What follows belongs to an exercise in optimizing a design on an open flow for small area and a short achievable clock period; a production flow would make more cautious choices. In this exercise RTL edits were held to simulation tests only and were not proved equivalent to the original.

## P
## neuron_top
module neuron_top #(
    parameter int NEURON_INDEX = 1
) (
    input  logic        clk,
    input  logic        rst,
    input  logic        cfg_we,
    input  logic [5:0]  cfg_addr,
    input  logic [17:0] cfg_data,
    input  logic        axon_vld,
    input  logic [7:0]  axon_index,
    input  logic        nc_evaluate,
    input  logic        nc_reset,
    input  logic        nc_warmup,
    input  logic        out_granted,
    output logic        neur_output,
    output logic        out_pending,
    output logic [7:0]  out_bus,
    output logic [17:0] state_v,
    output logic [17:0] state_u
);
For scale: roughly 2,400 cells after synthesis, roughly 0.029 mm2 of cells after synthesis.
export LEC_CHECK = 0
export CAP_MARGIN = 20
export CORE_MARGIN = 2
export CORE_UTILIZATION = 60
export CTS_CLUSTER_DIAMETER = 100
export CTS_CLUSTER_SIZE = 30
export PLACE_DENSITY = 0.7
export SLEW_MARGIN = 20
export SYNTH_HIERARCHICAL = 1
export SYNTH_MINIMUM_KEEP_SIZE = 0
create_clock -name core_clock -period 24.0 [get_ports {clk}]
standard.sh (not shown) runs the stock make flow with config.mk's settings and CLKGATE_MAP_FILE= SYNTH_SCRIPT=/design/flow/synth_recipe.tcl, a recipe that flattens the netlist after the stock synthesis.
==> flow/flow/run.sh <==
#!/bin/bash
# The standard layout, with timing repair aimed at a shorter period than the clock's
# (SETUP_SLACK_MARGIN) and drive-strength buffers on the ports.
set -euo pipefail
export SETUP_SLACK_MARGIN=14.5
export BUFFER_PORTS_ARGS="-buffer_cell sky130_fd_sc_hd__buf_2"
bash standard.sh > standard.log 2>&1
Modified inputs, Q compared to P
- changing CORE_UTILIZATION from 60 to 75
- changing PLACE_DENSITY from 0.7 to 0.85
--- a/flow/flow/run.sh
+++ b/flow/flow/run.sh
@@ -5 +5 @@
-export SETUP_SLACK_MARGIN=14.5
+export SETUP_SLACK_MARGIN=14
Q: full flow OK, the timing, design-rule and antenna checks passed
Comparing Q and P, the lower number of filler instances in the final layout was measured on Q.
In the reports for Q and P, the larger global-route usage belongs to Q.

* * *

## alpha
Another version of the RTL of neuron_top (not shown whole).
For scale: about 2300 cells after synthesis, about 29000 sq um of cells after synthesis.
clock: 24.0 ns
lec_check: 0
cap_margin: 20
core_margin: 2
core_utilization: 40
cts_cluster_diameter: 100
cts_cluster_size: 30
gpl_timing_driven: 0
slew_margin: 20
synth_hierarchical: 1
synth_minimum_keep_size: 0
==> flow/flow/run.sh <==
#!/bin/bash
# The standard layout, with timing repair aimed at a shorter period than the clock's
# (SETUP_SLACK_MARGIN) and drive-strength buffers on the ports.
set -euo pipefail
export SETUP_SLACK_MARGIN=14
export BUFFER_PORTS_ARGS="-buffer_cell sky130_fd_sc_hd__buf_2"
bash standard.sh > standard.log 2>&1
alpha finished end to end and its layout was clean on timing, DRC and antenna.
> inputs changed (alpha -> beta)
- removing GPL_TIMING_DRIVEN (formerly 0)
--- a/flow/flow/run.sh
+++ b/flow/flow/run.sh
@@ -5,3 +5,3 @@
 export SETUP_SLACK_MARGIN=14
-export BUFFER_PORTS_ARGS="-buffer_cell sky130_fd_sc_hd__buf_2"
+export BUFFER_PORTS_ARGS="-buffer_cell sky130_fd_sc_hd__buf_1"
 bash standard.sh > standard.log 2>&1
Compared with alpha, beta shows a layout overhead on the synthesized area that is 2.3 points lower. Compared with alpha, in beta slack of the critical path now sits lower; number of vias per cell after detailed routing now smaller.

* * *

## run A
Another version of the RTL of neuron_top (not shown whole).
For scale: roughly 3600 cells after synthesis, ~420 flip-flops.
clock: 24.0 ns
lec_check: 0
cap_margin: 20
core_margin: 2
core_utilization: 40
cts_cluster_diameter: 100
cts_cluster_size: 30
slew_margin: 20
==> flow/flow/run.sh <==
#!/bin/bash
# The standard layout, with timing repair aimed at a shorter period than the clock's
# (SETUP_SLACK_MARGIN) and drive-strength buffers on the ports.
set -euo pipefail
export SETUP_SLACK_MARGIN=14
export BUFFER_PORTS_ARGS="-buffer_cell sky130_fd_sc_hd__buf_2"
bash standard.sh > standard.log 2>&1
Input changes introduced in run B (baseline for comparison: run A):
-- flow/config.mk --
<<< run A, line 9
export CORE_MARGIN = 2
export CORE_UTILIZATION = 40
export CTS_CLUSTER_DIAMETER = 100
export CTS_CLUSTER_SIZE = 30
export SLEW_MARGIN = 20
>>> run B, line 9
export CORE_MARGIN = 2
export CORE_UTILIZATION = 65
export SLEW_MARGIN = 20
==> comparison <==
Run B completed every stage of the flow, and the final layout passed the timing, design-rule and antenna checks. Having completed the whole flow, run A delivered a layout that passed the timing, design-rule and antenna checks. Changes observed in run B relative to run A: first-pass GRT wire length saw an increase; number of clock buffers in the layout +45; wire length reported by the detailed router went up by about 1.9%; final area went up about 0.9%. Summary of run B over run A: effective utilization at floorplan +25 points; placer congestion estimate rose about 7%.
Setup changes, run B to run C
==> flow/run.sh (new file) <==
#!/bin/bash
# synth_recipe.tcl (not shown) runs the flow's synth.tcl, then flattens the netlist and writes it again
# the make line also repeats each setting of config.mk as NAME=value (left out here)
make -C /OpenROAD-flow-scripts/flow DESIGN_CONFIG=/design/flow/config.mk WORK_HOME=/design/flow/orfs CLKGATE_MAP_FILE= SYNTH_SCRIPT=/design/flow/synth_recipe.tcl finish
-- flow/config.mk --
<<< run B, line 9
export CORE_MARGIN = 2
export CORE_UTILIZATION = 65
export SLEW_MARGIN = 20
>>> run C, line 9
export CORE_MARGIN = 2
export CORE_UTILIZATION = 40
export SLEW_MARGIN = 20
removed: flow/flow/run.sh
removed: flow/standard.sh
--- outcome ---
Compared to run B, run C has overall routing resource usage 14 points lower.
Final clock skew on run C is behind run B.
Against run B, run C reports a final cell count that is higher.
In run C the final design area excluding fillers turned out 560 µm² higher than in run B.
In run C, the wire length the detailed router placed on met1 came out about 13% above the value in run B.

* * *

neuron_top with an RTL version that a note above also has.
Size: ~2,400 cells after synthesis, about 86 I/O pins, roughly 29,000 um2 of cells after synthesis.
clock: 24.0 ns
lec_check: 0
cap_margin: 20
core_margin: 2
core_utilization: 60
cts_cluster_diameter: 100
cts_cluster_size: 30
place_density: 0.7
slew_margin: 20
synth_hierarchical: 1
synth_minimum_keep_size: 0
==> flow/flow/run.sh <==
#!/bin/bash
# The standard layout, with timing repair aimed at a shorter period than the clock's
# (SETUP_SLACK_MARGIN) and drive-strength buffers on the ports.
set -euo pipefail
export SETUP_SLACK_MARGIN=14.2
export BUFFER_PORTS_ARGS="-buffer_cell sky130_fd_sc_hd__buf_2"
bash standard.sh > standard.log 2>&1
The first run went through all stages and came out clean.
Edit:
--- a/flow/flow/run.sh
+++ b/flow/flow/run.sh
@@ -5 +5 @@
-export SETUP_SLACK_MARGIN=14.2
+export SETUP_SLACK_MARGIN=14
Result:
- design area barely changes
- clock-buffer cell count is unchanged
- register-to-register slack gets worse by 0.22 ns
- setup slack gets worse by 0.026 ns
- synthesized area is unchanged
- utilization decreases by 0.18 points
- worst hold slack barely changes
- routed wire length decreases by 0.31%

static timing again, ports no longer ideal:
In the flow no input, the clock included, has a driving cell. The finished layouts below were timed again as built, in two steps.
Step 1 (the two cells are an assumption about what drives the block):
set clk [get_ports {clk}]
set_driving_cell -lib_cell sky130_fd_sc_hd__clkbuf_16 $clk
set_driving_cell -lib_cell sky130_fd_sc_hd__buf_2 [delete_from_list [all_inputs] $clk]
Step 2 times the ports against the registers' clock, not the clock port: input delays grow and output delays shrink by t, the midpoint of the rising clock arrivals with the driver on.
Three values: ideal, step 1, step 2; two values: the first two.
run	shift t [ns]	setup WS [ns]	hold slack, ns	worst setup path at the end	worst register clock-pin slew, ns
P	0.631	14.047 / 13.954 / 13.954	0.474 / 0.474 / 0.474	input to output	0.12 / 0.12
Q	0.629	14.010 / 13.950 / 13.950	0.480 / 0.480 / 0.480	input to output	0.12 / 0.12
alpha	0.670	14.000 / 13.966 / 13.966	0.466 / 0.466 / 0.466	input to output	0.12 / 0.12
beta	0.663	13.953 / 13.905 / 13.905	0.476 / 0.476 / 0.476	input to output	0.12 / 0.12
run A	0.644	13.972 / 13.926 / 13.926	0.458 / 0.458 / 0.458	input to output	0.12 / 0.12
run B	0.657	13.932 / 13.893 / 13.893	0.455 / 0.455 / 0.455	input to output	0.07 / 0.07
run C	0.662	12.342 / 12.311 / 12.311	0.456 / 0.456 / 0.456	input to output	0.07 / 0.07
the first run of note 4	0.633	14.045 / 13.966 / 13.966	0.476 / 0.476 / 0.476	input to output	0.12 / 0.12
the second run of note 4	0.630	14.019 / 13.959 / 13.959	0.477 / 0.477 / 0.477	input to output	0.12 / 0.12
After both steps every run listed still meets setup and hold. For P, which loses most, drivers alone change the setup slack by -0.093 ns; drivers and shift together by -0.093 ns.
